What follows belongs to an exercise in optimizing a design on an open flow for small area, a short achievable clock period and few clock cycles per item; a production flow would make more cautious choices. Only simulation tests tie the RTL to the original design; equivalence was not proved. Power is estimated from default activity; no workload was simulated.

==> flow/design.v <==
`timescale 1ns / 1ps
package mrfm_pkg;
    localparam int SAMPLE_W = 12;
    localparam int GAIN_W   = 16;
    localparam int THR_W    = 20;
    localparam int WLEN_W   = 10;
    localparam int RATE_W   = 17;
    localparam int MINP_W   = 16;
    localparam int CNT_W    = 16;
    localparam int FREQ_W   = 24;
    localparam int SUM_W    = 40;
    localparam int FRAC_W   = 16;
    localparam int MS_W     = SUM_W + FRAC_W;
    localparam int ROOT_W   = MS_W / 2;
    localparam int DIV_DW   = 16;
    localparam int MUL_AW   = ROOT_W;
    localparam int MUL_BW   = GAIN_W;
    localparam int PROD_W   = MUL_AW + MUL_BW;
    localparam int DIV_CNT_W  = $clog2(MS_W);
    localparam int SQRT_CNT_W = $clog2(ROOT_W);
    localparam int MUL_CNT_W  = $clog2(MUL_BW);
    localparam int APB_AW = 5;
    localparam int APB_DW = 32;
    localparam logic [2:0] REG_OFFSET   = 3'd0;
    localparam logic [2:0] REG_GAIN     = 3'd1;
    localparam logic [2:0] REG_LOW_THR  = 3'd2;
    localparam logic [2:0] REG_HIGH_THR = 3'd3;
    localparam logic [2:0] REG_WIN_LEN  = 3'd4;
    localparam logic [2:0] REG_RATE     = 3'd5;
    localparam logic [2:0] REG_MIN_PER  = 3'd6;
    localparam logic [SAMPLE_W-1:0] OFFSET_RST   = 12'd1497;
    localparam logic [GAIN_W-1:0]   GAIN_RST     = 16'd8579;
    localparam logic [THR_W-1:0]    LOW_THR_RST  = 20'd12800;
    localparam logic [THR_W-1:0]    HIGH_THR_RST = 20'd62720;
    localparam logic [WLEN_W-1:0]   WIN_LEN_RST  = 10'd333;
    localparam logic [RATE_W-1:0]   RATE_RST     = 17'd20000;
    localparam logic [MINP_W-1:0]   MIN_PER_RST  = 16'd250;
    typedef struct packed {
        logic [THR_W-1:0]  rms_volts_q8;
        logic              blackout;
        logic              surge;
        logic [FREQ_W-1:0] frequency_centihz;
    } result_t;
endpackage
`timescale 1ns / 1ps
module mrfm_square_rows (
    input  logic [11:0] x,
    output logic [23:0] r0,
    output logic [23:0] r1
);
    wire q1 = (x[0] & x[11]) ^ (x[1] & x[10]);
    wire q2 = (x[0] & x[11]) & (x[1] & x[10]);
    wire q3 = (x[0] & x[7]) ^ (x[1] & x[6]);
    wire q4 = (x[0] & x[7]) & (x[1] & x[6]);
    wire q5 = (x[0] & x[8]) ^ (x[1] & x[7]);
    wire q6 = (x[0] & x[8]) & (x[1] & x[7]);
    wire q7 = (x[0] & x[9]) ^ (x[1] & x[8]) ^ (x[2] & x[7]);
    wire q8 = ((x[0] & x[9]) & (x[1] & x[8])) | ((x[0] & x[9]) & (x[2] & x[7])) | ((x[1] & x[8]) & (x[2] & x[7]));
    wire q9 = (x[3] & x[6]) ^ (x[4] & x[5]);
    wire q10 = (x[3] & x[6]) & (x[4] & x[5]);
    wire q11 = (x[0] & x[10]) ^ (x[1] & x[9]) ^ (x[2] & x[8]);
    wire q12 = ((x[0] & x[10]) & (x[1] & x[9])) | ((x[0] & x[10]) & (x[2] & x[8])) | ((x[1] & x[9]) & (x[2] & x[8]));
    wire q13 = (x[3] & x[7]) ^ (x[4] & x[6]);
    wire q14 = (x[3] & x[7]) & (x[4] & x[6]);
    wire q15 = q1 ^ (x[2] & x[9]) ^ (x[3] & x[8]);
    wire q16 = (q1 & (x[2] & x[9])) | (q1 & (x[3] & x[8])) | ((x[2] & x[9]) & (x[3] & x[8]));
    wire q17 = (x[4] & x[7]) ^ (x[5] & x[6]) ^ x[6];
    wire q18 = ((x[4] & x[7]) & (x[5] & x[6])) | ((x[4] & x[7]) & x[6]) | ((x[5] & x[6]) & x[6]);
    wire q19 = (x[1] & x[11]) ^ (x[2] & x[10]) ^ (x[3] & x[9]);
    wire q20 = ((x[1] & x[11]) & (x[2] & x[10])) | ((x[1] & x[11]) & (x[3] & x[9])) | ((x[2] & x[10]) & (x[3] & x[9]));
    wire q21 = (x[4] & x[8]) ^ (x[5] & x[7]) ^ q2;
    wire q22 = ((x[4] & x[8]) & (x[5] & x[7])) | ((x[4] & x[8]) & q2) | ((x[5] & x[7]) & q2);
    wire q23 = (x[2] & x[11]) ^ (x[3] & x[10]) ^ (x[4] & x[9]);
    wire q24 = ((x[2] & x[11]) & (x[3] & x[10])) | ((x[2] & x[11]) & (x[4] & x[9])) | ((x[3] & x[10]) & (x[4] & x[9]));
    wire q25 = (x[5] & x[8]) ^ (x[6] & x[7]) ^ x[7];
    wire q26 = ((x[5] & x[8]) & (x[6] & x[7])) | ((x[5] & x[8]) & x[7]) | ((x[6] & x[7]) & x[7]);
    wire q27 = (x[3] & x[11]) ^ (x[4] & x[10]) ^ (x[5] & x[9]);
    wire q28 = ((x[3] & x[11]) & (x[4] & x[10])) | ((x[3] & x[11]) & (x[5] & x[9])) | ((x[4] & x[10]) & (x[5] & x[9]));
    wire q29 = (x[4] & x[11]) ^ (x[5] & x[10]) ^ (x[6] & x[9]);
    wire q30 = ((x[4] & x[11]) & (x[5] & x[10])) | ((x[4] & x[11]) & (x[6] & x[9])) | ((x[5] & x[10]) & (x[6] & x[9]));
    wire q31 = (x[0] & x[5]) ^ (x[1] & x[4]);
    wire q32 = (x[0] & x[5]) & (x[1] & x[4]);
    wire q33 = (x[0] & x[6]) ^ (x[1] & x[5]);
    wire q34 = (x[0] & x[6]) & (x[1] & x[5]);
    wire q35 = q3 ^ (x[2] & x[5]) ^ (x[3] & x[4]);
    wire q36 = (q3 & (x[2] & x[5])) | (q3 & (x[3] & x[4])) | ((x[2] & x[5]) & (x[3] & x[4]));
    wire q37 = q5 ^ (x[2] & x[6]) ^ (x[3] & x[5]);
    wire q38 = (q5 & (x[2] & x[6])) | (q5 & (x[3] & x[5])) | ((x[2] & x[6]) & (x[3] & x[5]));
    wire q39 = q7 ^ q9 ^ x[5];
    wire q40 = (q7 & q9) | (q7 & x[5]) | (q9 & x[5]);
    wire q41 = q11 ^ q13 ^ q8;
    wire q42 = (q11 & q13) | (q11 & q8) | (q13 & q8);
    wire q43 = q15 ^ q17 ^ q12;
    wire q44 = (q15 & q17) | (q15 & q12) | (q17 & q12);
    wire q45 = q19 ^ q21 ^ q16;
    wire q46 = (q19 & q21) | (q19 & q16) | (q21 & q16);
    wire q47 = q23 ^ q25 ^ q20;
    wire q48 = (q23 & q25) | (q23 & q20) | (q25 & q20);
    wire q49 = q27 ^ (x[6] & x[8]) ^ q24;
    wire q50 = (q27 & (x[6] & x[8])) | (q27 & q24) | ((x[6] & x[8]) & q24);
    wire q51 = q29 ^ (x[7] & x[8]) ^ x[8];
    wire q52 = (q29 & (x[7] & x[8])) | (q29 & x[8]) | ((x[7] & x[8]) & x[8]);
    wire q53 = (x[5] & x[11]) ^ (x[6] & x[10]) ^ (x[7] & x[9]);
    wire q54 = ((x[5] & x[11]) & (x[6] & x[10])) | ((x[5] & x[11]) & (x[7] & x[9])) | ((x[6] & x[10]) & (x[7] & x[9]));
    wire q55 = (x[6] & x[11]) ^ (x[7] & x[10]) ^ (x[8] & x[9]);
    wire q56 = ((x[6] & x[11]) & (x[7] & x[10])) | ((x[6] & x[11]) & (x[8] & x[9])) | ((x[7] & x[10]) & (x[8] & x[9]));
    wire q57 = (x[0] & x[3]) ^ (x[1] & x[2]);
    wire q58 = (x[0] & x[3]) & (x[1] & x[2]);
    wire q59 = (x[0] & x[4]) ^ (x[1] & x[3]);
    wire q60 = (x[0] & x[4]) & (x[1] & x[3]);
    wire q61 = q31 ^ (x[2] & x[3]) ^ x[3];
    wire q62 = (q31 & (x[2] & x[3])) | (q31 & x[3]) | ((x[2] & x[3]) & x[3]);
    wire q63 = q33 ^ (x[2] & x[4]) ^ q32;
    wire q64 = (q33 & (x[2] & x[4])) | (q33 & q32) | ((x[2] & x[4]) & q32);
    wire q65 = q35 ^ x[4] ^ q34;
    wire q66 = (q35 & x[4]) | (q35 & q34) | (x[4] & q34);
    wire q67 = q37 ^ q4 ^ q36;
    wire q68 = (q37 & q4) | (q37 & q36) | (q4 & q36);
    wire q69 = q39 ^ q6 ^ q38;
    wire q70 = (q39 & q6) | (q39 & q38) | (q6 & q38);
    wire q71 = q41 ^ q10 ^ q40;
    wire q72 = (q41 & q10) | (q41 & q40) | (q10 & q40);
    wire q73 = q43 ^ q14 ^ q42;
    wire q74 = (q43 & q14) | (q43 & q42) | (q14 & q42);
    wire q75 = q45 ^ q18 ^ q44;
    wire q76 = (q45 & q18) | (q45 & q44) | (q18 & q44);
    wire q77 = q47 ^ q22 ^ q46;
    wire q78 = (q47 & q22) | (q47 & q46) | (q22 & q46);
    wire q79 = q49 ^ q26 ^ q48;
    wire q80 = (q49 & q26) | (q49 & q48) | (q26 & q48);
    wire q81 = q51 ^ q28 ^ q50;
    wire q82 = (q51 & q28) | (q51 & q50) | (q28 & q50);
    wire q83 = q53 ^ q30 ^ q52;
    wire q84 = (q53 & q30) | (q53 & q52) | (q30 & q52);
    wire q85 = q55 ^ x[9] ^ q54;
    wire q86 = (q55 & x[9]) | (q55 & q54) | (x[9] & q54);
    wire q87 = (x[7] & x[11]) ^ (x[8] & x[10]) ^ q56;
    wire q88 = ((x[7] & x[11]) & (x[8] & x[10])) | ((x[7] & x[11]) & q56) | ((x[8] & x[10]) & q56);
    wire q89 = (x[8] & x[11]) ^ (x[9] & x[10]) ^ x[10];
    wire q90 = ((x[8] & x[11]) & (x[9] & x[10])) | ((x[8] & x[11]) & x[10]) | ((x[9] & x[10]) & x[10]);
    assign r0 = {1'b0, (x[10] & x[11]), (x[9] & x[11]), q89, q87, q85, q83, q81, q79, q77, q75, q73, q71, q69, q67, q65, q63, q61, q59, q57, (x[0] & x[2]), (x[0] & x[1]), 1'b0, x[0]};
    assign r1 = {1'b0, x[11], q90, q88, q86, q84, q82, q80, q78, q76, q74, q72, q70, q68, q66, q64, q62, q60, q58, x[2], 1'b0, x[1], 1'b0, 1'b0};
endmodule
`timescale 1ns / 1ps
import mrfm_pkg::*;
module mrfm_serial_div (
    input  logic              aclk,
    input  logic              aresetn,
    input  logic              start,
    input  logic [MS_W-1:0]   num_in,
    input  logic [DIV_DW-1:0] den_in,
    output logic              busy,
    output logic [MS_W-1:0]   quotient
);
    localparam logic [DIV_CNT_W-1:0] LAST = DIV_CNT_W'(MS_W - 1);
    logic                 busy_reg;
    logic [DIV_CNT_W-1:0] cnt_reg;
    logic [MS_W-1:0]      num_reg;
    logic [DIV_DW-1:0]    den_reg;
    logic [DIV_DW-1:0]    rem_reg;
    logic [DIV_DW:0]      rem_shift;
    logic [DIV_DW+1:0]    diff;
    logic                 ge;
    assign rem_shift = {rem_reg, num_reg[MS_W-1]};
    assign diff      = {1'b0, rem_shift} - {2'b00, den_reg};
    assign ge        = !diff[DIV_DW+1];
    always_ff @(posedge aclk) begin
        if (!aresetn) begin
            busy_reg <= 1'b0;
            cnt_reg  <= '0;
        end else if (start) begin
            busy_reg <= 1'b1;
            cnt_reg  <= '0;
        end else if (busy_reg) begin
            cnt_reg <= cnt_reg + 1'b1;
            if (cnt_reg == LAST) begin
                busy_reg <= 1'b0;
            end
        end
    end
    always_ff @(posedge aclk) begin
        if (start) begin
            num_reg <= num_in;
            den_reg <= den_in;
            rem_reg <= '0;
        end else if (busy_reg) begin
            num_reg <= {num_reg[MS_W-2:0], ge};
            rem_reg <= ge ? diff[DIV_DW-1:0] : rem_shift[DIV_DW-1:0];
        end
    end
    assign busy     = busy_reg;
    assign quotient = num_reg;
endmodule
`timescale 1ns / 1ps
import mrfm_pkg::*;
module mrfm_serial_sqrt (
    input  logic              aclk,
    input  logic              aresetn,
    input  logic              start,
    input  logic [MS_W-1:0]   rad_in,
    output logic              busy,
    output logic [ROOT_W-1:0] root
);
    localparam logic [SQRT_CNT_W-1:0] LAST = SQRT_CNT_W'(ROOT_W - 1);
    logic                  busy_reg;
    logic [SQRT_CNT_W-1:0] cnt_reg;
    logic [MS_W-1:0]       rad_reg;
    logic [ROOT_W+1:0]     rem_reg;
    logic [ROOT_W-1:0]     root_reg;
    logic [ROOT_W+1:0]     rem_shift;
    logic [ROOT_W+1:0]     trial;
    logic [ROOT_W+2:0]     diff;
    logic                  ge;
    assign rem_shift = {rem_reg[ROOT_W-1:0], rad_reg[MS_W-1:MS_W-2]};
    assign trial     = {root_reg, 2'b01};
    assign diff      = {1'b0, rem_shift} - {1'b0, trial};
    assign ge        = !diff[ROOT_W+2];
    always_ff @(posedge aclk) begin
        if (!aresetn) begin
            busy_reg <= 1'b0;
            cnt_reg  <= '0;
        end else if (start) begin
            busy_reg <= 1'b1;
            cnt_reg  <= '0;
        end else if (busy_reg) begin
            cnt_reg <= cnt_reg + 1'b1;
            if (cnt_reg == LAST) begin
                busy_reg <= 1'b0;
            end
        end
    end
    always_ff @(posedge aclk) begin
        if (start) begin
            rad_reg  <= rad_in;
            rem_reg  <= '0;
            root_reg <= '0;
        end else if (busy_reg) begin
            rad_reg  <= {rad_reg[MS_W-3:0], 2'b00};
            rem_reg  <= ge ? diff[ROOT_W+1:0] : rem_shift;
            root_reg <= {root_reg[ROOT_W-2:0], ge};
        end
    end
    assign busy = busy_reg;
    assign root = root_reg;
endmodule
`timescale 1ns / 1ps
import mrfm_pkg::*;
module mains_rms_and_frequency_monitor #(
    parameter int WINDOW_BITS = 10
) (
    input  logic                aclk,
    input  logic                aresetn,
    input  logic                s_valid,
    output logic                s_ready,
    input  logic [SAMPLE_W-1:0] s_sample_mv,
    input  logic                s_sample_valid,
    output logic                m_valid,
    input  logic                m_ready,
    output logic [THR_W-1:0]    m_rms_volts_q8,
    output logic                m_blackout,
    output logic                m_surge,
    output logic [FREQ_W-1:0]   m_frequency_centihz,
    input  logic                psel,
    input  logic                penable,
    input  logic                pwrite,
    input  logic [APB_AW-1:0]   paddr,
    input  logic [APB_DW-1:0]   pwdata,
    output logic [APB_DW-1:0]   prdata,
    output logic                pready
);
    logic [SAMPLE_W-1:0] offset_reg;
    logic [GAIN_W-1:0]   gain_reg;
    logic [THR_W-1:0]    low_thr_reg;
    logic [THR_W-1:0]    high_thr_reg;
    logic [WLEN_W-1:0]   win_len_reg;
    logic [RATE_W-1:0]   rate_reg;
    logic [MINP_W-1:0]   min_per_reg;
    logic                cfg_wr;
    assign cfg_wr = psel && penable && pwrite;
    assign pready = 1'b1;
    always_ff @(posedge aclk) begin
        if (!aresetn) begin
            offset_reg   <= OFFSET_RST;
            gain_reg     <= GAIN_RST;
            low_thr_reg  <= LOW_THR_RST;
            high_thr_reg <= HIGH_THR_RST;
            win_len_reg  <= WIN_LEN_RST;
            rate_reg     <= RATE_RST;
            min_per_reg  <= MIN_PER_RST;
        end else if (cfg_wr) begin
            case (paddr[4:2])
                REG_OFFSET:   offset_reg   <= pwdata[SAMPLE_W-1:0];
                REG_GAIN:     gain_reg     <= pwdata[GAIN_W-1:0];
                REG_LOW_THR:  low_thr_reg  <= pwdata[THR_W-1:0];
                REG_HIGH_THR: high_thr_reg <= pwdata[THR_W-1:0];
                REG_WIN_LEN:  win_len_reg  <= pwdata[WLEN_W-1:0];
                REG_RATE:     rate_reg     <= pwdata[RATE_W-1:0];
                REG_MIN_PER:  min_per_reg  <= pwdata[MINP_W-1:0];
                default: ;
            endcase
        end
    end
    logic [THR_W-1:0] rd_q;
    always_ff @(posedge aclk) begin
        case (paddr[4:2])
            REG_OFFSET:   rd_q <= THR_W'(offset_reg);
            REG_GAIN:     rd_q <= THR_W'(gain_reg);
            REG_LOW_THR:  rd_q <= low_thr_reg;
            REG_HIGH_THR: rd_q <= high_thr_reg;
            REG_WIN_LEN:  rd_q <= THR_W'(win_len_reg);
            REG_RATE:     rd_q <= THR_W'(rate_reg);
            REG_MIN_PER:  rd_q <= THR_W'(min_per_reg);
            default:      rd_q <= '0;
        endcase
    end
    assign prdata = APB_DW'(rd_q);
    logic [WLEN_W-1:0] n_eff;
    assign n_eff = (win_len_reg == '0) ? WLEN_W'(1) : win_len_reg;
    logic                a_vld;
    logic [SAMPLE_W-1:0] a_v;
    logic                a_pos;
    logic                a_stall;
    logic                s_ready_q;
    logic                stall_next;
    logic                a_vld_n;
    logic                in_pos;
    logic                a_pos_n;
    assign a_vld_n = s_ready ? (s_valid && s_sample_valid) : (a_vld && !proc);
    assign in_pos  = s_sample_mv > offset_reg;
    assign a_pos_n = s_ready ? in_pos : a_pos;
    assign s_ready = s_ready_q;
    always_ff @(posedge aclk) begin
        if (!aresetn) begin
            a_vld     <= 1'b0;
            s_ready_q <= 1'b1;
        end else begin
            a_vld     <= a_vld_n;
            s_ready_q <= !(a_vld_n && stall_next);
        end
    end
    always_ff @(posedge aclk) begin
        if (s_ready) begin
            a_v   <= s_sample_mv;
            a_pos <= in_pos;
        end
    end
    logic [WLEN_W-1:0] kk_reg;      
    logic              k_last;      
    logic              k_over;      
    logic [CNT_W-1:0]  c_reg;
    logic              c_gt;        
    logic              np_reg;
    logic              proc;
    logic              hit;
    logic              close;
    logic [CNT_W-1:0]  c_inc;
    logic [WLEN_W-1:0] kk_inc;
    logic [WLEN_W:0]   kk_diff;
    logic              minp_max;
    logic              f_busy;
    logic              e_busy;
    assign hit     = np_reg && a_pos && c_gt;
    assign close   = k_last;
    assign a_stall = (hit && f_busy) || (close && e_busy);
    assign proc    = a_vld && !a_stall;
    assign c_inc    = (c_reg == '1) ? c_reg : c_reg + 1'b1;
    assign kk_inc   = kk_reg + 1'b1;
    assign kk_diff  = {1'b0, kk_reg} - {1'b0, n_eff};
    assign minp_max = (min_per_reg == '1);
    logic [CNT_W-1:0]  minp_m1;
    logic [WLEN_W-1:0] n_m1;
    logic              c_eq;
    logic              kk_eq;
    assign minp_m1 = min_per_reg - 1'b1;
    assign n_m1    = n_eff - 1'b1;
    assign c_eq    = (c_reg == minp_m1) && (min_per_reg != '0) && !minp_max;
    assign kk_eq   = (kk_reg == n_m1);
    logic [WLEN_W-1:0] kk_n;
    logic              k_last_n;
    logic              k_over_n;
    logic [CNT_W-1:0]  c_n;
    logic              c_gt_n;
    logic              np_n;
    always_comb begin
        kk_n     = kk_reg;
        k_last_n = !kk_diff[WLEN_W];
        k_over_n = !kk_diff[WLEN_W] && (kk_diff != '0);
        c_n      = c_reg;
        c_gt_n   = !minp_max && (c_reg >= min_per_reg);
        np_n     = np_reg;
        if (proc) begin
            np_n = !a_pos;
            if (close) begin
                kk_n     = WLEN_W'(1);
                k_last_n = (n_eff == WLEN_W'(1));
            end else begin
                kk_n     = kk_inc;
                k_last_n = kk_eq;
            end
            k_over_n = 1'b0;
            if (hit) begin
                c_n    = '0;
                c_gt_n = (min_per_reg == '0);
            end else begin
                c_n    = c_inc;
                c_gt_n = c_gt || c_eq;
            end
        end
    end
    always_ff @(posedge aclk) begin
        if (!aresetn) begin
            kk_reg  <= WLEN_W'(1);
            k_last  <= 1'b0;
            k_over  <= 1'b0;
            c_reg   <= '0;
            c_gt    <= 1'b0;
            np_reg  <= 1'b1;
        end else begin
            kk_reg  <= kk_n;
            k_last  <= k_last_n;
            k_over  <= k_over_n;
            c_reg   <= c_n;
            c_gt    <= c_gt_n;
            np_reg  <= np_n;
        end
    end
    localparam int SW = 34;    
    localparam int LW = 24;    
    localparam int ML = 12;    
    logic [SAMPLE_W:0]   b_dev;
    logic [SAMPLE_W-1:0] b_mag;
    logic                b_close;
    logic                b_over;
    logic [23:0]         sq_r0;
    logic [23:0]         sq_r1;
    logic [23:0]         c_r0;
    logic [23:0]         c_r1;
    logic                c_close;
    logic                c_over;
    logic                e_ld;      
    logic                e_over;
    logic [SW-1:0]       acc_in;
    logic                rst_d;     
    logic [SW-1:0]       sum_reg;
    logic [LW-1:0]       cs_s;
    logic [LW-1:0]       cs_c;
    logic [ML:0]         lo_sum;
    logic [LW-ML:0]      mid_sum;
    logic [SW-1:0]       ssum;
    logic                s_c1;      
    logic                s_c2;      
    logic [LW-ML:0]      f_mid;
    logic [SW-LW-1:0]    f_hi;
    logic [SW-1:0]       sum_full;
    assign b_dev = {1'b0, a_v} - {1'b0, offset_reg};
    always_ff @(posedge aclk) begin
        if (!aresetn) begin
            b_close <= 1'b0;
            c_close <= 1'b0;
            e_ld    <= 1'b0;
            sum_reg <= '0;
            s_c1    <= 1'b0;
            s_c2    <= 1'b0;
            rst_d   <= 1'b1;
        end else begin
            b_close <= proc && close;
            c_close <= b_close;
            e_ld    <= c_close;
            sum_reg <= rst_d ? '0 : ssum;
            s_c1    <= rst_d ? 1'b0 : lo_sum[ML];
            s_c2    <= rst_d ? 1'b0 : mid_sum[LW-ML];
            rst_d   <= 1'b0;
        end
    end
    always_ff @(posedge aclk) begin
        b_mag  <= (b_dev[SAMPLE_W] ? SAMPLE_W'(-b_dev) : b_dev[SAMPLE_W-1:0])
                & {SAMPLE_W{proc && aresetn}};
        b_over <= k_over;
        c_r0   <= sq_r0;
        c_r1   <= sq_r1;
        c_over <= b_over;
        e_over <= c_over;
    end
    mrfm_square_rows u_sq (
        .x  (b_mag),
        .r0 (sq_r0),
        .r1 (sq_r1)
    );
    assign acc_in  = e_ld ? '0 : sum_reg;    
    assign cs_s    = acc_in[LW-1:0] ^ c_r0 ^ c_r1;
    assign cs_c    = (acc_in[LW-1:0] & c_r0) | (acc_in[LW-1:0] & c_r1) | (c_r0 & c_r1);
    assign lo_sum  = {1'b0, cs_s[ML-1:0]} + {cs_c[ML-2:0], 1'b0};
    assign mid_sum = {1'b0, cs_s[LW-1:ML]} + {1'b0, cs_c[LW-2:ML-1]} + (LW-ML+1)'(s_c1 && !e_ld);
    assign ssum    = {e_ld ? (SW-LW)'(0) : sum_reg[SW-1:LW] + (SW-LW)'(s_c2),
                      mid_sum[LW-ML-1:0], lo_sum[ML-1:0]};
    assign f_mid    = {1'b0, sum_reg[LW-1:ML]} + (LW-ML+1)'(s_c1);
    assign f_hi     = sum_reg[SW-1:LW] + (SW-LW)'(s_c2) + (SW-LW)'(f_mid[LW-ML]);
    assign sum_full = {f_hi, f_mid[LW-ML-1:0], sum_reg[ML-1:0]};
    localparam logic [5:0] F_MUL_END = 6'd21;
    localparam logic [5:0] F_END     = 6'd45;
    logic [FREQ_W-1:0] f_sh;        
    logic [CNT_W-1:0]  f_rem;
    logic [CNT_W-1:0]  f_den;
    logic [5:0]        f_cnt;
    logic [3:0]        f_dl;        
    logic [1:0]        f_cy;        
    logic              f_mul;
    logic [2:0]        f_tot;
    logic [CNT_W:0]    f_rs;
    logic [CNT_W+1:0]  f_diff;
    logic              f_ge;
    assign f_mul   = !f_cnt[5] && (f_cnt <= F_MUL_END);
    assign f_tot   = 3'(f_sh[0]) + 3'(f_dl[2]) + 3'(f_dl[3]) + 3'(f_cy);
    assign f_rs    = {f_rem, f_sh[FREQ_W-1]};
    assign f_diff  = {1'b0, f_rs} - {2'b00, f_den};
    assign f_ge    = !f_diff[CNT_W+1];
    always_ff @(posedge aclk) begin
        if (!aresetn) begin
            f_busy <= 1'b0;
            f_sh   <= '0;
        end else if (proc && hit) begin
            f_busy <= 1'b1;
            f_sh   <= FREQ_W'(rate_reg);
        end else if (f_busy) begin
            if (f_mul) begin
                f_sh <= {f_tot[0], f_sh[FREQ_W-1:1]};
            end else begin
                f_sh <= {f_sh[FREQ_W-2:0], f_ge};
            end
            if (f_cnt == F_END) f_busy <= 1'b0;
        end
    end
    always_ff @(posedge aclk) begin
        if (proc && hit) begin
            f_rem <= '0;
            f_den <= c_inc;
            f_cnt <= '0;
            f_dl  <= '0;
            f_cy  <= '0;
        end else if (f_busy) begin
            if (f_mul) begin
                f_dl <= {f_dl[2:0], f_sh[0]};
                f_cy <= f_tot[2:1];
            end else begin
                f_rem <= f_ge ? f_diff[CNT_W-1:0] : f_rs[CNT_W-1:0];
            end
            f_cnt <= f_cnt + 1'b1;
        end
    end
    localparam int DSW = SW;         
    localparam int RW  = 25;         
    localparam int SRW = RW + 1;     
    logic              e_busy_q;    
    logic              e_wait;      
    logic              e_div;
    logic              e_mul;
    logic              e_out;
    logic [5:0]        e_cnt;
    logic              e_sq;
    logic [WLEN_W-1:0] d_rem;
    logic [DSW-1:0]    d_sh;
    logic [SRW-1:0]    s_rem;
    logic [RW-1:0]     root;
    logic              f_pend;
    logic              out_valid;
    logic [FREQ_W-1:0] out_freq;
    logic              out_bo;
    logic              out_su;
    logic              d_nb;
    logic [WLEN_W:0]   d_rs;
    logic [WLEN_W+1:0] d_diff;
    logic              d_ge;
    logic [SRW+1:0]    s_rs;
    logic [SRW+2:0]    s_diff;
    logic              s_ge;
    logic [GAIN_W:0]   m_sum;
    logic              sat;
    logic [THR_W-1:0]  rms;
    logic [THR_W-1:0]  thr;
    logic [THR_W/2:0]  thr_cmp;
    logic              cmp_c;       
    logic              mul_last;
    assign e_busy = e_busy_q;
    assign d_nb   = (e_cnt < 6'd34) ? d_sh[DSW-1] : 1'b0;
    assign d_rs   = {d_rem, d_nb};
    assign d_diff = {1'b0, d_rs} - {2'b00, n_eff};
    assign d_ge   = !d_diff[WLEN_W+1];
    assign s_rs   = {s_rem, d_sh[1:0]};
    assign s_diff = {1'b0, s_rs} - {2'b00, root, 2'b01};
    assign s_ge   = !s_diff[SRW+2];
    assign m_sum    = {1'b0, s_rem[GAIN_W-1:0]} + (root[0] ? {1'b0, gain_reg} : '0);
    assign mul_last = (e_cnt == 6'd24);
    assign sat = |s_rem[GAIN_W-1:11];
    assign rms = {s_rem[10:0], root[RW-1:16]};
    assign thr     = e_cnt[2] ? high_thr_reg : low_thr_reg;
    assign thr_cmp = e_cnt[0]
                   ? {1'b0, rms[THR_W-1:THR_W/2]} + {1'b0, ~thr[THR_W-1:THR_W/2]} + (THR_W/2)'(cmp_c)
                   : {1'b0, rms[THR_W/2-1:0]} + {1'b0, ~thr[THR_W/2-1:0]} + (THR_W/2)'(!e_cnt[2]);
    always_ff @(posedge aclk) begin
        if (!aresetn) begin
            e_busy_q  <= 1'b0;
            e_wait    <= 1'b0;
            e_div     <= 1'b0;
            e_mul     <= 1'b0;
            e_out     <= 1'b0;
            out_valid <= 1'b0;
            f_pend    <= 1'b0;
        end else begin
            if (proc && close) begin
                f_pend <= f_busy || hit;
            end else if (f_pend && !f_busy) begin
                f_pend <= 1'b0;
            end
            if (proc && close) begin
                e_busy_q <= 1'b1;
                e_wait   <= 1'b1;
            end
            if (e_wait && e_ld) begin
                e_wait <= 1'b0;
                e_div  <= 1'b1;
            end
            if (e_div && e_cnt == 6'd50) begin
                e_div <= 1'b0;
                e_mul <= 1'b1;
            end
            if (e_mul && mul_last && !f_pend) begin
                e_mul <= 1'b0;
                e_out <= 1'b1;
            end
            if (e_out && e_cnt == 6'd29) begin
                out_valid <= 1'b1;
            end
            if (out_valid && m_ready) begin
                out_valid <= 1'b0;
                e_out     <= 1'b0;
                e_busy_q  <= 1'b0;
            end
        end
    end
    always_ff @(posedge aclk) begin
        if ((proc && close && !f_busy && !hit) || (f_pend && !f_busy)) begin
            out_freq <= f_sh;
        end
        cmp_c <= thr_cmp[THR_W/2];
        if (e_out && e_cnt == 6'd27) begin
            out_bo <= !thr_cmp[THR_W/2];
        end
        if (e_out && e_cnt == 6'd29) begin
            out_su <= thr_cmp[THR_W/2];
        end
    end
    always_ff @(posedge aclk) begin
        if (e_wait && e_ld) begin
            if (e_over) begin
                d_rem <= '0;
                d_sh  <= sum_full;
                e_cnt <= 6'd0;
            end else begin
                d_rem <= sum_full[SW-1:SW-WLEN_W];
                d_sh  <= {sum_full[SW-WLEN_W-1:0], WLEN_W'(0)};
                e_cnt <= 6'd10;
            end
            e_sq  <= 1'b0;
            s_rem <= '0;
            root  <= '0;
        end
        if (e_div) begin
            if (e_cnt != 6'd50) begin
                d_rem <= d_ge ? d_diff[WLEN_W-1:0] : d_rs[WLEN_W-1:0];
                d_sh  <= {d_sh[DSW-2:0], d_ge};
            end
            e_sq <= 1'b1;
            if (e_sq && !e_cnt[0]) begin
                s_rem <= s_ge ? s_diff[SRW-1:0] : s_rs[SRW-1:0];
                root  <= {root[RW-2:0], s_ge};
            end
            if (e_cnt == 6'd50) begin
                e_cnt <= '0;
                s_rem <= '0;
            end else begin
                e_cnt <= e_cnt + 1'b1;
            end
        end
        if (e_mul && (!mul_last || !f_pend)) begin
            s_rem[GAIN_W-1:0] <= m_sum[GAIN_W:1];
            root  <= {m_sum[0], root[RW-1:1]};
            e_cnt <= e_cnt + 1'b1;
        end
        if (e_out && e_cnt != 6'd30) begin
            e_cnt <= e_cnt + 1'b1;
        end
        if (e_out && e_cnt == 6'd25 && sat) begin
            s_rem[GAIN_W-1:11] <= '0;
            s_rem[10:0]        <= '1;
            root[RW-1:16]      <= '1;
        end
    end
    logic f_busy_n;
    logic e_busy_n;
    assign f_busy_n   = (proc && hit) || (f_busy && (f_cnt != F_END));
    assign e_busy_n   = (proc && close) || (e_busy_q && !(out_valid && m_ready));
    assign stall_next = (np_n && a_pos_n && c_gt_n && f_busy_n) || (k_last_n && e_busy_n);
    assign m_valid             = out_valid;
    assign m_rms_volts_q8      = rms;
    assign m_blackout          = out_bo;
    assign m_surge             = out_su;
    assign m_frequency_centihz = out_freq;
endmodule
==> flow/flow/run.sh <==
#!/bin/bash
# Standard layout; repair_timing aims for a tighter setup margin and the
# ports get buf_4 buffers. Tool output goes to standard.log.
set -euo pipefail
export SETUP_SLACK_MARGIN=7.0
export BUFFER_PORTS_ARGS="-buffer_cell sky130_fd_sc_hd__buf_4"
bash standard.sh > standard.log 2>&1
==> flow/standard.sh <==
#!/bin/bash
# synth_recipe.tcl (not shown) runs the flow's synth.tcl, then flattens the netlist and writes it again
# the make line also repeats each setting of config.mk as NAME=value (left out here)
make -C /OpenROAD-flow-scripts/flow DESIGN_CONFIG=/design/flow/config.mk WORK_HOME=/design/flow/orfs CLKGATE_MAP_FILE= SYNTH_SCRIPT=/design/flow/synth_recipe.tcl "${@:-finish}"
==> flow/config.mk <==
export PLATFORM = sky130hd
export DESIGN_NAME = mains_rms_and_frequency_monitor
export DESIGN_NICKNAME = mains_rms_and_frequency_monitor
export VERILOG_FILES = /design/flow/design.v
export SDC_FILE = /design/flow/constraint.sdc
export NUM_CORES = 4
export LEC_CHECK = 0
export CAP_MARGIN = 20
export CORE_MARGIN = 2
export CORE_UTILIZATION = 40
export SLEW_MARGIN = 20
==> flow/constraint.sdc <==
create_clock -name core_clock -period 10.0 [get_ports {aclk}]
set_input_delay 2.0000 -clock core_clock [delete_from_list [all_inputs] [get_ports {aclk}]]
set_output_delay 2.0000 -clock core_clock [all_outputs]
set_load 0.01 [all_outputs]
==> results of run 1 <==
routing by layer:
layer | share of wire, % | global-route usage [%]
met5 | 0.067 | 0
met4 | 2.5 | 5.37
met3 | 4.8 | 3.06
met2 | 48 | 36.6
met1 | 44 | 28.1
kinds of logic (layout without fill, tap and decap cells):
family / count (synthesis) / after routing / share of synthesized area (%)
simple gates: 1118 / 1120 / 18.3
compound gates: 783 / 783 / 17.5
flops: 478 / 478 / 36.1
buf+inv: 367 / 545 / 5.40
fa+ha+maj: 257 / 257 / 13.0
xor+xnor: 174 / 174 / 5.41
mux: 111 / 111 / 4.20
other cells: 2 / 14 / 0.0267
timing repair:
item,4_1_cts,5_1_grt
setup endpoints to repair,366,263
endpoints found under the hold margin,0,0
resized for setup,248,187
buffers inserted,68,68
pin swaps,46,99
cloned,5,2
metrics by stage:
step / power, mW / utilization (%) / instances
floorplan: 2.31 / - / 3301
finish: 4.50 / 49.1 / 4422
CTS: 4.49 / 47.1 / 4351
global placement: 2.43 / 42.5 / 4178
detailed placement: 2.43 / 42.5 / 4178
global route: 4.66 / 49.1 / 4421
placed cells by master (no fill, tap or decap), types with 13 or more instances in the layout:
cell type / n
a211oi_1: 46
a21o_1: 33
a21oi_1: 271
a21oi_2: 28
a22o_1: 16
a22oi_1: 25
a31oi_1: 24
and2_1: 90
and3_1: 25
buf_4: 160
buf_6: 97
clkbuf_16: 56
conb_1: 13
dfxtp_1: 363
dfxtp_2: 26
dfxtp_4: 29
edfxtp_1: 60
fa_1: 56
ha_1: 176
ha_4: 17
inv_1: 162
mux2_2: 22
mux2i_1: 78
nand2_1: 403
nand2b_1: 21
nand3_1: 74
nand4_1: 18
nor2_1: 249
nor2_4: 14
nor2b_1: 44
nor3_1: 59
o211ai_1: 39
o21a_1: 23
o21ai_0: 115
o21ai_1: 16
o21ai_2: 13
or3_1: 19
xnor2_1: 100
xor2_1: 70
worst paths after layout:
path	cells past startpoint	to
setup reg to reg	19	d_sh[0]
hold / removal	0	e_over
setup / recovery	19	d_sh[0]
hold reg to reg	0	e_over
cells in the mapped netlist, types with 71 or more instances:
cell	n
and2_1	95
nor2_1	266
nand2_1	418
ha_1	197
mux2i_1	82
nand3_1	77
clkbuf_1	132
xor2_1	71
o21ai_0	142
inv_1	171
dfxtp_1	418
a21oi_1	302
xnor2_1	103
report_power, final:
part	total [mW]	switching, mW	internal [mW]
sequential	2.02	0.0423	1.98
clock	2.01	0.861	1.15
combinational	0.472	0.259	0.213
cell type report:
class,instances,area (sq um),area share (%)
multi-input combinational,2458,17800,51.8
sequential,478,10300,30.0
inverter,175,662,1.93
clock buffer,68,1510,4.38
antenna,1,2.50,0.00729
timing repair buffer,270,2590,7.55
clock inverter,32,289,0.842
tap,940,1180,3.42
critical path, stage by stage (launching register included):
cell and delay [ns]:
dfxtp_4 0.34, or4_4 0.55, nor2_4 0.12, a21oi_2 0.08, inv_2 0.11, buf_6 0.10
buf_6 0.10, ha_4 0.14, nor2b_4 0.04, o21ai_2 0.16, a21boi_2 0.09, o21ai_2 0.23
a2111oi_4 0.11, o21a_1 0.22, o21ai_2 0.22, nand2_4 0.13, buf_4 0.17, buf_6 0.11
nor2_4 0.07, a31oi_1 0.05
==> out/summary.txt, run 1 <==
Status - finished clean
Maximum clock frequency - 303 MHz
Min cycle time layout - 3.30 ns
Clk buf depth - 3
RSZ-0062 raised after global routing - true
Post-route antenna net violation count - 0
Sink Count - 478
Synth Flop Type - dfxtp_1
CTS Hold Bufs - 0
PwrDens - 131 nW/um^2
Critical register-to-register path startpoint - win_len_reg[5]
Die height - 269 um
Crit path from - win_len_reg[5]
Std-Cell Rows - 97
Grt ovf - 0
Worst Setup Start Kind - flip-flop
IO Pins - 138
Syn. warnings - 1
Period utilization - 33.0%
Max-capacitance violation count - 0
Number of port buffers - 110
Root buf cell - clkbuf_16
Die area - 72,500 sq um
Detailed placer's ending HPWL - 55,900 um
R2R Setup Slk - 6.70 ns
Static leakage - 14.4 nW
Die Span X - 269 um
Share of cells above drive strength 1 - 19.0%
Netlist cell types - 79
Layout Nets - 3,750
Post-route cell area - 34,300 sq um
Peak VDD IR - 123 uV
Min Hold Slack - 0.327 ns
Initial antenna violation count - 4
DR vias - 23,700
Clk slew on worst S/H paths - 0.06 ns
Fillers - 6,680
CP Class - flip-flop to flip-flop
DR vias/cell - 5.36
RD Place Congestion - 0.869
Clk_skew - 0.0310 ns
Post-Synthesis Cells - 3,290
Placed cell area - 29,700 sq um
H-tree Lvls - 2
Core Area - 69,900 sq um
Slew at the pin with the worst max-slew slack - 0.943 ns
Pins Over Slew Limit - 0
Slew headroom - 37.1%
Worst setup margin - 6.70 ns
Critical Path AT - 3.78 ns
Worst skew pair latency - 0.64 ns
Detailed Route WL - 81,500 um
DRC - 0
Register area share after synthesis - 36.1%
Share of flip-flops with an asynchronous set or reset - 0%
CTS Buf Count - 53
Synthesized cell area - 28,100 sq um
First-pass GRT wire length - 125,000 um
WP data required - 10.48 ns
Pin count of the biggest net entering global routing - 79
Worst Path Max Fanout - 6
HP Start - c_over
Final TNS setup - 0 ns
Dpl ws - 5.78 ns
Post-synth EDFFs - 60
Post-synth top area share - 29.7%
Starting DRT DRC Count - 1,468
Post-synth top area cell - dfxtp_1
Setup violations, final - 0
Starting Density - 40.3%
Final Hold Vio Count - 0
Total Routing Usage GR - 21.3%
Area added between synthesis and finish - 22.0%
CTS tree - done
1st-pass router iterations - 6
Syn Area/Cell - 8.56 sq um
Synthesis-stage register bit count - 478
Routed len/inst - 18.4 um
Top post-synthesis cells by area - dfxtp_1 30%, ha_1 8.8%, edfxtp_1 6.4%, nand2_1 5.6%, a21oi_1 5.4%
Crit end category - flip-flop
Worst hold path class - flip-flop to flip-flop
Vias in the first global route - 22,000
Testbench counts, summed over its fixed seeds: cycles 20,452, items 19,252.
==> inputs of run 2 (changes only) <==
==> flow/flow/run.sh (replaced) <==
#!/bin/bash
# Standard layout; repair_timing aims for a tighter setup margin and the
# ports get buf_2 buffers. Tool output goes to standard.log.
set -euo pipefail
export SETUP_SLACK_MARGIN=6.5
export BUFFER_PORTS_ARGS="-buffer_cell sky130_fd_sc_hd__buf_2"
bash standard.sh > standard.log 2>&1
==> out/summary.txt, run 2 <==
Max-capacitance violation count - 0 (unchanged)
Final Power - 4.49 mW (was 4.50 mW)
Routed len/inst - 17.4 um (was 18.4 um)
Worst Path Max Fanout - 7 (was 6)
Slew headroom - 34.3% (was 37.1%)
Clk buf depth - 3 (unchanged)
Post-synth EDFFs - 60 (unchanged)
CP max stage cell - or4_4 (unchanged)
Largest family of logic cells by synthesized area - simple AND/OR/NAND/NOR gates (unchanged)
Pins Over Slew Limit - 0 (unchanged)
Register area share after synthesis - 36.1% (unchanged)
DR vias - 22,800 (was 23,700)
Min cycle time layout - 3.43 ns (was 3.30 ns)
Area fraction in and, or, nand and nor cells after synthesis - 18.3% (unchanged)
Share of cells above drive strength 1 - 9.96% (was 19.0%)
Mux cell area share after synthesis - 4.20% (unchanged)
Crit end category - flip-flop (unchanged)
Final Hold Vio Count - 0 (unchanged)
Placed cell area - 29,300 sq um (was 29,700 sq um)
First-pass GRT wire length - 118,000 um (was 125,000 um)
Starting DRT DRC Count - 1,301 (was 1,468)
Core Area - 69,900 sq um (unchanged)
Detailed placer's ending HPWL - 54,600 um (was 55,900 um)
Syn Area/Cell - 8.56 sq um (unchanged)
RD Place Congestion - 0.876 (was 0.869)
CP Class - flip-flop to flip-flop (unchanged)
Die Span X - 269 um (unchanged)
IO Pins - 138 (unchanged)
Vias in the first global route - 21,500 (was 22,000)
Dpl ws - 5.43 ns (was 5.78 ns)
CTS tree - done (unchanged)
Setup violations, final - 0 (unchanged)
Total Routing Usage GR - 20.0% (was 21.3%)
Clk_skew - 0.0143 ns (was 0.0310 ns)
Synthesized cell area - 28,100 sq um (unchanged)
Initial antenna violation count - 7 (was 4)
Critical Path Most Common Cell - a21oi_2
Static leakage - 13.4 nW (was 14.4 nW)
Final TNS setup - 0 ns (unchanged)
Adder-cell share of the synthesized area - 13.0% (unchanged)
WP data required - 10.55 ns (was 10.48 ns)
Xor/xnor share of the synthesized area - 5.41% (unchanged)
Share of flip-flops with an asynchronous set or reset - 0% (unchanged)
Most common cell after layout, fill and taps aside - nand2_1 (unchanged)
Worst hold path class - flip-flop to flip-flop (unchanged)
Leading cell types in the layout, fill and taps excluded - 413 x nand2_1, 411 x dfxtp_1, 297 x a21oi_1 (was 403 x nand2_1, 363 x dfxtp_1, 271 x a21oi_1)
RSZ-0062 raised after global routing - true (unchanged)
Post-synth top area share - 29.7% (unchanged)
Worst path max stage delay - 0.56 ns (was 0.55 ns)
Period utilization - 34.3% (was 33.0%)
Commonest cells post-synth - 418 x dfxtp_1, 418 x nand2_1, 302 x a21oi_1 (unchanged)
Die height - 269 um (unchanged)
Grt ovf - 0 (unchanged)
Fillers - 6,953 (was 6,680)
Post-synth top area cell - dfxtp_1 (unchanged)
Slew at the pin with the worst max-slew slack - 0.983 ns (was 0.943 ns)
CTS Buf Count - 54 (was 53)
Layout Nets - 3,623 (was 3,750)
Top post-synthesis cells by area - dfxtp_1 30%, ha_1 8.8%, edfxtp_1 6.4%, nand2_1 5.6%, a21oi_1 5.4% (unchanged)
Peak VDD IR - 122 uV (was 123 uV)
Status - finished clean (unchanged)
Die area - 72,500 sq um (unchanged)
Post-route antenna net violation count - 0 (unchanged)
Min Hold Slack - 0.325 ns (was 0.327 ns)
Worst setup margin - 6.57 ns (was 6.70 ns)
PwrDens - 143 nW/um^2 (was 131 nW/um^2)
1st-pass router iterations - 6 (unchanged)
Worst skew pair latency - 0.62 ns (was 0.64 ns)
Number of port buffers - 110 (unchanged)
Critical Path AT - 3.98 ns (was 3.78 ns)
CTS Hold Bufs - 0 (unchanged)
Netlist cell types - 79 (unchanged)
Sink Count - 478 (unchanged)
Syn. warnings - 1 (unchanged)
Detailed Route WL - 74,800 um (was 81,500 um)
Post-route cell area - 31,500 sq um (was 34,300 sq um)
Worst Setup Start Kind - flip-flop (unchanged)
DRC - 0 (unchanged)
Post-Synthesis Cells - 3,290 (unchanged)
Root buf cell - clkbuf_16 (unchanged)
Std-Cell Rows - 97 (unchanged)
Compound-cell area share of the yosys netlist - 17.5% (unchanged)
DR vias/cell - 5.31 (was 5.36)
Critical-path cell list - or4_4, nor2_4, a21oi_2, inv_2, ha_4, inv_1, fa_2, a21o_1, a21oi_2, o21bai_1, a21oi_2, o21ai_2, a21o_1, a211oi_2, a31o_2, a21oi_1, o21ai_1 (was or4_4, nor2_4, a21oi_2, inv_2, buf_6, buf_6, ha_4, nor2b_4, o21ai_2, a21boi_2, o21ai_2, a2111oi_4, o21a_1, o21ai_2, nand2_4, buf_4, buf_6, nor2_4, a31oi_1)
Area added between synthesis and finish - 12.0% (was 22.0%)
Clk slew on worst S/H paths - 0.06 ns (about the same)
Synth Flop Type - dfxtp_1 (unchanged)
Maximum clock frequency - 292 MHz (was 303 MHz)
Pin count of the biggest net entering global routing - 83 (was 79)
Starting Density - 40.3% (unchanged)
H-tree Lvls - 2 (unchanged)
Synthesis-stage register bit count - 478 (unchanged)
-- run 2: critical path, delay by kind of cell (launching register included) --
family	cells	cell delay, ns
AO/OA/AOI/OAI	11	1.59
buffers and inverters	2	0.18
flip-flops	1	0.38
AND/OR/NAND/NOR	2	0.71
adder cells (fa/ha/maj)	2	0.51
-- run 2: final cells by class --
cell class	count	area, sq um	share of cell area [%]
Tap cell	940	1180	3.73
Inverter	175	663	2.10
Multi-Input combinational cell	2457	16700	53.1
Clock inverter	18	275	0.873
Antenna cell	1	2.50	0.00794
Timing Repair Buffer	143	836	2.65
Sequential cell	478	10200	32.3
Clock buffer	82	1640	5.19
-- run 2: worst paths after layout --
kind / from / to / slack [ns] / cells after the start
worst max-delay path: win_len_reg[7] / s_ready_q / 6.57 / 17
worst min register to register: c_over / e_over / 0.33 / 0
worst min-delay path: c_over / e_over / 0.33 / 0
worst max register to register: win_len_reg[7] / s_ready_q / 6.57 / 17
-- run 2: routing by layer --
layer,up-vias,share of wire (%),GRT usage (%)
li1,11500,-,-
met1,10700,45,26.3
met2,486,46,32.9
met3,150,4.3,2.62
met4,10,4.1,8.39
met5,-,0.076,0
-- run 2: cell families after synthesis --
logic type      count (synthesis)
compound gates                783
xor+xnor                      174
fa+ha+maj                     257
buf+inv                       367
flops                         478
mux                           111
other cells                     2
simple gates                 1118
-- run 2: power by group --
| group | switching, mW | internal [mW] | leakage [nW] |
|---|---|---|---|
| combinational | 0.202 | 0.140 | 8.51 |
| sequential | 0.0568 | 1.97 | 3.92 |
| clock | 0.840 | 1.28 | 0.933 |
| total | 1.10 | 3.40 | 13.4 |
-- run 2: what timing repair did --
action | CTS | global route
pin swaps | 3 | 13
setup buffers | 3 | 5
gates resized for setup | 29 | 43
hold endpoints to repair | 0 | 0
endpoints found under the setup margin | 88 | 136
gates cloned | 0 | 1
-- run 2: through the flow --
stage / std cells / util, %
2_1_floorplan: 3301 / -
3_3_place_gp: 4184 / 41.9
3_5_place_dp: 4184 / 41.9
4_1_cts: 4287 / 44.8
5_1_grt: 4294 / 45.1
6_report: 4294 / 45.1
==> inputs of run 3 (changes only) <==
==> flow/flow/run.sh (replaced) <==
#!/bin/bash
# Standard layout; repair_timing aims for a tighter setup margin and the
# ports get buf_2 buffers. Tool output goes to standard.log.
set -euo pipefail
export SETUP_SLACK_MARGIN=6.0
export BUFFER_PORTS_ARGS="-buffer_cell sky130_fd_sc_hd__buf_2"
bash standard.sh > standard.log 2>&1
==> out/summary.txt, run 3 <==
Worst hold path class - flip-flop to flip-flop (unchanged)
Clock power frac - 44.9% (was 47.2%)
Dpl ws - 5.39 ns (was 5.43 ns)
Min cycle time layout - 3.77 ns (was 3.43 ns)
Post-route antenna net violation count - 0 (unchanged)
Switching share of power - 24.8% (was 24.4%)
Final Power - 4.30 mW (was 4.49 mW)
Crit-path leading delay family - compound AO/OA/AOI/OAI gates (unchanged)
Grt ovf - 0 (unchanged)
Register area share after synthesis - 36.1% (unchanged)
IO Pins - 138 (unchanged)
Core Area - 69,900 sq um (unchanged)
Most common cell after layout, fill and taps aside - dfxtp_1 (was nand2_1)
Worst Path Max Fanout - 7 (unchanged)
Finished Layout Cells - 4,285 (was 4,294)
CTS tree - done (unchanged)
Slew headroom - 26.2% (was 34.3%)
Critical-path cell list - or4_1, nor2_2, a21oi_1, inv_2, ha_1, inv_1, fa_1, a21o_1, a21oi_2, o21bai_1, a21oi_2, o21ai_0, a21o_1, a211oi_2, a31o_2, a21oi_1, o21ai_1 (was or4_4, nor2_4, a21oi_2, inv_2, ha_4, inv_1, fa_2, a21o_1, a21oi_2, o21bai_1, a21oi_2, o21ai_2, a21o_1, a211oi_2, a31o_2, a21oi_1, o21ai_1)
Netlist cell types - 79 (unchanged)
WP buf/inv - 2 (unchanged)
Pin count of the biggest net entering global routing - 76 (was 83)
Syn. warnings - 1 (unchanged)
First-pass GRT wire length - 118,000 um (about the same)
Sink Count - 478 (unchanged)
Share of flip-flops with an asynchronous set or reset - 0% (unchanged)
Area added between synthesis and finish - 10.3% (was 12.0%)
Die Span X - 269 um (unchanged)
Worst path max stage delay - 0.59 ns (was 0.56 ns)
Vias in the first global route - 21,300 (was 21,500)
Pins Over Slew Limit - 0 (unchanged)
Post-Synthesis Cells - 3,290 (unchanged)
Detailed placer's ending HPWL - 54,800 um (was 54,600 um)
Std-Cell Rows - 97 (unchanged)
Int Pwr - 3.24 mW (was 3.40 mW)
Placed cell area - 29,300 sq um (about the same)
Clk slew on worst S/H paths - 0.06 ns (about the same)
Final Hold Vio Count - 0 (unchanged)
PwrDens - 139 nW/um^2 (was 143 nW/um^2)
RD Place Congestion - 0.886 (was 0.876)
Top post-synthesis cells by area - dfxtp_1 30%, ha_1 8.8%, edfxtp_1 6.4%, nand2_1 5.6%, a21oi_1 5.4% (unchanged)
Syn Area/Cell - 8.56 sq um (unchanged)
DR vias - 22,800 (about the same)
CP max stage cell - or4_1 (was or4_4)
Detailed Route WL - 74,700 um (was 74,800 um)
WP data required - 10.53 ns (was 10.55 ns)
Static leakage - 13.2 nW (was 13.4 nW)
Slew at the pin with the worst max-slew slack - 1.10 ns (was 0.983 ns)
Die area - 72,500 sq um (unchanged)
Initial antenna violation count - 7 (unchanged)
Net Sw Power - 1.07 mW (was 1.10 mW)
Starting Density - 40.3% (unchanged)
1st-pass router iterations - 7 (was 6)
H-tree Lvls - 2 (unchanged)
Crit end category - flip-flop (unchanged)
CTS Hold Bufs - 0 (unchanged)
Post-route cell area - 31,100 sq um (was 31,500 sq um)
Cell total after placement - 4,181 (was 4,184)
Final TNS setup - 0 ns (unchanged)
Sequential fraction of design power - 47.2% (was 45.2%)
Maximum clock frequency - 265 MHz (was 292 MHz)
Post-synth EDFFs - 60 (unchanged)
Leading cell types in the layout, fill and taps excluded - 417 x dfxtp_1, 413 x nand2_1, 300 x a21oi_1 (was 413 x nand2_1, 411 x dfxtp_1, 297 x a21oi_1)
Worst skew pair latency - 0.61 ns (was 0.62 ns)
Status - finished clean (unchanged)
DR vias/cell - 5.32 (was 5.31)
Min Hold Slack - 0.326 ns (was 0.325 ns)
Clk_skew - 0.0256 ns (was 0.0143 ns)
Max-capacitance violation count - 0 (unchanged)
Synth Flop Type - dfxtp_1 (unchanged)
R2R Setup Slk - 6.23 ns (was 6.57 ns)
Worst setup margin - 6.23 ns (was 6.57 ns)
Combinational power share - 7.9% (was 7.6%)
Post-synth top area cell - dfxtp_1 (unchanged)
RSZ-0062 raised after global routing - false (was true)
Number of port buffers - 110 (unchanged)
Critical Path AT - 4.30 ns (was 3.98 ns)
Clk buf depth - 3 (unchanged)
Post-synth top area share - 29.7% (unchanged)
CP Class - flip-flop to flip-flop (unchanged)
Layout Nets - 3,612 (was 3,623)
Period utilization - 37.7% (was 34.3%)
Synthesized cell area - 28,100 sq um (unchanged)
Utilization after layout - 44.4% (was 45.1%)
Setup violations, final - 0 (unchanged)
Die height - 269 um (unchanged)
Routed len/inst - 17.4 um (about the same)
Root buf cell - clkbuf_16 (unchanged)
Share of cells above drive strength 1 - 8.59% (was 9.96%)
Total Routing Usage GR - 20.0% (about the same)
DRC - 0 (unchanged)
Commonest cells post-synth - 418 x dfxtp_1, 418 x nand2_1, 302 x a21oi_1 (unchanged)
Synthesis-stage register bit count - 478 (unchanged)
CTS Buf Count - 53 (was 54)
Starting DRT DRC Count - 1,362 (was 1,301)
Worst Setup Start Kind - flip-flop (unchanged)
Peak VDD IR - 106 uV (was 122 uV)
[run 3: layout make-up]
cell class	count	area, sq um
Fill cell	6942	38900
Multi-Input combinational cell	2456	16600
Sequential cell	478	10200
Clock buffer	89	1660
Tap cell	940	1180
Timing Repair Buffer	134	743
Inverter	175	659
Clock inverter	10	57.6
Antenna cell	3	7.51
[run 3: layer usage]
layer | vias up | share of wire [%] | global-route usage, %
met5 | - | 0.062 | 0
met4 | 8 | 3.4 | 7.25
met3 | 119 | 3.9 | 2.64
met2 | 419 | 46 | 33.3
met1 | 10800 | 46 | 26.6
li1 | 11500 | - | -
[run 3: cell families after synthesis]
family | synth area share (%)
simple gates | 18.3
fa+ha+maj | 13.0
other cells | 0.0267
flops | 36.1
compound gates | 17.5
xor+xnor | 5.41
mux | 4.20
buf+inv | 5.40
[run 3: worst paths after layout]
| kind | endpoint | cells after the start | startpoint |
|---|---|---|---|
| max reg2reg | s_ready_q | 17 | win_len_reg[5] |
| min | b_over | 0 | k_over |
| max | s_ready_q | 17 | win_len_reg[5] |
| min reg2reg | b_over | 0 | k_over |
[run 3: worst register-to-register path, delay by kind of cell, from the launching register on]
family / cells / cell delay [ns]
AOI/OAI and AO/OA: 11 / 1.74
adders and majority gates: 2 / 0.60
buffers and inverters: 2 / 0.20
DFF: 1 / 0.41
and+or+nand+nor: 2 / 0.75
[run 3: power by group through the flow]
| stage | Combinational, mW | Sequential (mW) | Clock (mW) |
|---|---|---|---|
| 3_5_place_dp | 0.336 | 2.07 | 0 |
| 4_1_cts | 0.337 | 2.03 | 1.97 |
| 6_report | 0.339 | 2.03 | 1.93 |
| 2_1_floorplan | 0.260 | 2.04 | 0 |
| 3_3_place_gp | 0.332 | 2.07 | 0 |
| 5_1_grt | 0.378 | 2.03 | 2.05 |
[run 3: timing repair]
item	4_1_cts	5_1_grt
resized for setup	5	10
pin swaps	0	1
endpoints found under the setup margin	23	39
setup buffers	0	2
==> inputs of run 4 (changes only) <==
==> flow/flow/run.sh (replaced) <==
#!/bin/bash
# Standard layout; repair_timing aims for a tighter setup margin and the
# ports get buf_1 buffers. Tool output goes to standard.log.
set -euo pipefail
export SETUP_SLACK_MARGIN=6.5
export BUFFER_PORTS_ARGS="-buffer_cell sky130_fd_sc_hd__buf_1"
bash standard.sh > standard.log 2>&1
==> out/summary.txt, run 4 <==
Status - finished clean (unchanged)
Clk buf depth - 3 (unchanged)
Synthesis-stage register bit count - 478 (unchanged)
Pins Over Slew Limit - 0 (unchanged)
Maximum clock frequency - 293 MHz (was 265 MHz)
Crit end category - flip-flop (unchanged)
CP Class - input port to flip-flop (was flip-flop to flip-flop)
CTS tree - done (unchanged)
Worst Setup Start Kind - input port (was flip-flop)
Syn Area/Cell - 8.56 sq um (unchanged)
Top post-synthesis cells by area - dfxtp_1 30%, ha_1 8.8%, edfxtp_1 6.4%, nand2_1 5.6%, a21oi_1 5.4% (unchanged)
Worst skew pair latency - 0.62 ns (was 0.61 ns)
Utilization after layout - 44.9% (was 44.4%)
Worst setup margin - 6.59 ns (was 6.23 ns)
RD Place Congestion - 0.877 (was 0.886)
Std-Cell Rows - 97 (unchanged)
Crit path from - aresetn (was win_len_reg[5])
Total Routing Usage GR - 20.4% (was 20.0%)
Slew headroom - 37.7% (was 26.2%)
Syn. warnings - 1 (unchanged)
RSZ-0062 raised after global routing - false (unchanged)
Die Span X - 269 um (unchanged)
Min cycle time layout - 3.41 ns (was 3.77 ns)
Final Hold Vio Count - 0 (unchanged)
Detailed placer's ending HPWL - 55,000 um (was 54,800 um)
Min Hold Slack - 0.330 ns (was 0.326 ns)
WP data required - 10.54 ns (was 10.53 ns)
DR vias - 22,900 (was 22,800)
Register area share after synthesis - 36.1% (unchanged)
Finished Layout Cells - 4,294 (was 4,285)
Starting DRT DRC Count - 1,271 (was 1,362)
Synth Flop Type - dfxtp_1 (unchanged)
Post-Synthesis Cells - 3,290 (unchanged)
Dpl ws - 5.43 ns (was 5.39 ns)
Final Power - 4.49 mW (was 4.30 mW)
Pin count of the biggest net entering global routing - 76 (unchanged)
Period utilization - 34.1% (was 37.7%)
Area added between synthesis and finish - 11.4% (was 10.3%)
Worst Path Max Fanout - 75 (was 7)
Layout Nets - 3,623 (was 3,612)
Initial antenna violation count - 3 (was 7)
DRC - 0 (unchanged)
Setup violations, final - 0 (unchanged)
DR vias/cell - 5.32 (about the same)
Netlist cell types - 79 (unchanged)
Number of port buffers - 110 (unchanged)
Leading cell types in the layout, fill and taps excluded - 414 x nand2_1, 411 x dfxtp_1, 296 x a21oi_1 (was 417 x dfxtp_1, 413 x nand2_1, 300 x a21oi_1)
CTS Buf Count - 54 (was 53)
Worst path max stage delay - 0.47 ns (was 0.59 ns)
Starting Density - 40.3% (unchanged)
Post-route antenna net violation count - 0 (unchanged)
CP max stage cell - buf_4 (was or4_1)
Critical-path cell list - clkbuf_2, buf_6, clkinv_4, buf_4, nor2_2, o21ai_0, nor2_1 (was or4_1, nor2_2, a21oi_1, inv_2, ha_1, inv_1, fa_1, a21o_1, a21oi_2, o21bai_1, a21oi_2, o21ai_0, a21o_1, a211oi_2, a31o_2, a21oi_1, o21ai_1)
Die height - 269 um (unchanged)
Post-synth EDFFs - 60 (unchanged)
Final TNS setup - 0 ns (unchanged)
Static leakage - 13.0 nW (was 13.2 nW)
Clk slew on worst S/H paths - 0.06 ns (about the same)
Clk_skew - 0.0301 ns (was 0.0256 ns)
Post-route cell area - 31,400 sq um (was 31,100 sq um)
1st-pass router iterations - 8 (was 7)
Detailed Route WL - 75,700 um (was 74,700 um)
Cell total after placement - 4,184 (was 4,181)
Crit-path leading delay family - buffers and inverters (was compound AO/OA/AOI/OAI gates)
Grt ovf - 0 (unchanged)
Worst hold path class - flip-flop to flip-flop (unchanged)
Root buf cell - clkbuf_16 (unchanged)
IO Pins - 138 (unchanged)
Placed cell area - 29,100 sq um (was 29,300 sq um)
Share of cells above drive strength 1 - 6.86% (was 8.59%)
Vias in the first global route - 21,600 (was 21,300)
Post-synth top area cell - dfxtp_1 (unchanged)
Critical Path AT - 3.95 ns (was 4.30 ns)
Slew at the pin with the worst max-slew slack - 0.934 ns (was 1.10 ns)
First-pass GRT wire length - 120,000 um (was 118,000 um)
CTS Hold Bufs - 0 (unchanged)
WP buf/inv - 4 (was 2)
Share of flip-flops with an asynchronous set or reset - 0% (unchanged)
Peak VDD IR - 166 uV (was 106 uV)
Core Area - 69,900 sq um (unchanged)
Post-synth top area share - 29.7% (unchanged)
H-tree Lvls - 2 (unchanged)
Critical register-to-register path startpoint - root[0] (was win_len_reg[5])
Sink Count - 478 (unchanged)
Routed len/inst - 17.6 um (was 17.4 um)
PwrDens - 143 nW/um^2 (was 139 nW/um^2)
Die area - 72,500 sq um (unchanged)
Max-capacitance violation count - 0 (unchanged)
HP Start - k_over (unchanged)
Synthesized cell area - 28,100 sq um (unchanged)
Commonest cells post-synth - 418 x dfxtp_1, 418 x nand2_1, 302 x a21oi_1 (unchanged)
Most common cell after layout, fill and taps aside - nand2_1 (was dfxtp_1)
-- run 4: cell counts after synthesis --
Identical to the previous run, type by type.
-- run 4: metal layers --
layer | routed length [um] | track usage [%] | up-vias | share of wire, %
met2 | 35300 | 33.7 | 449 | 47
met4 | 2600 | 7.18 | 6 | 3.4
met3 | 3440 | 3.09 | 111 | 4.5
met5 | 30 | 0 | - | 0.040
met1 | 34400 | 26.9 | 10800 | 45
li1 | - | - | 11500 | -
-- run 4: final cells by class --
type	count	area (sq um)
fillers	7021	38500
multi-input cells	2457	16700
flip-flops and latches	478	10200
clock buffers	70	1500
well taps	940	1180
repair buffers	143	716
inverters	175	666
clock inverters	30	392
diodes	1	2.50
-- run 4: repair_timing --
| action | 4_1_cts | 5_1_grt |
|---|---|---|
| resized for setup | 31 | 43 |
| buffers inserted | 7 | 1 |
| gates cloned | 0 | 1 |
| endpoints found under the setup margin | 162 | 84 |
| pin swaps | 5 | 7 |
-- run 4: worst register-to-register path, stage by stage, from the launching register on --
cell and delay [ns]:
dfxtp_4 0.46, inv_1 0.06, ha_1 0.32, nor2b_1 0.18, o31a_1 0.28, o21ai_2 0.23, o21ai_2 0.14, a211oi_4 0.34
o211a_2 0.35, nor2_4 0.09, mux2_2 0.30, a221oi_1 0.30, o21ai_0 0.14
-- run 4: kinds of logic after synthesis --
group	after synthesis	share of synthesized area [%]
DFF	478	36.1
muxes	111	4.20
buffers and inverters	367	5.40
adders and majority gates	257	13.0
other	2	0.0267
AOI/OAI and AO/OA	783	17.5
xor gates and xnor gates	174	5.41
and+or+nand+nor	1118	18.3
-- run 4: report_power, final --
part / internal, mW / total (mW) / leakage [nW] / switching, mW
sequential: 1.97 / 2.03 / 3.92 / 0.0574
clock: 1.27 / 2.12 / 0.914 / 0.851
combinational: 0.133 / 0.335 / 8.19 / 0.202
total: 3.38 / 4.49 / 13.0 / 1.11
-- run 4: path summary, 6_finish.rpt --
check,endpoint,slack (ns),cells past startpoint
max,s_c2,6.59,7
min,b_over,0.33,0
max reg2reg,s_rem[5],6.68,12
min reg2reg,b_over,0.33,0

re-timing with driven ports:
How much do the figures lean on ideal ports? The routed layouts below were timed once more, with nothing changed but the port constraints.
Step 1 sets driving cells, clkbuf_16 on the clock port and buf_2 on the other inputs (assumed; they add their load-dependent delay and slew).
Step 2 times the ports against the registers' clock, not the clock port: input delays grow and output delays shrink by t, the midpoint of the rising clock arrivals with the driver on.
a / b / c = ideal ports / drivers / drivers and shift; a / b = the first two.
run | t, ns | setup slack, ns | hold WS [ns] | clock arrival spread, ns | worst slew at a driven data input, ns
run 1 | 0.691 | 6.702 / 6.664 / 6.274 | 0.327 / 0.327 / 0.327 | 0.031 / 0.032 | 0.09
run 2 | 0.675 | 6.571 / 6.516 / 5.936 | 0.325 / 0.325 / 0.325 | 0.015 / 0.015 | 0.08
run 3 | 0.665 | 6.233 / 6.233 / 5.680 | 0.326 / 0.326 / 0.326 | 0.028 / 0.027 | 0.10
run 4 | 0.667 | 6.586 / 6.528 / 5.957 | 0.330 / 0.330 / 0.330 | 0.031 / 0.031 | 0.09
After both steps setup and hold are still met in every run listed. For run 2, which loses most, drivers alone change the setup slack by -0.055 ns; drivers and shift together by -0.635 ns.
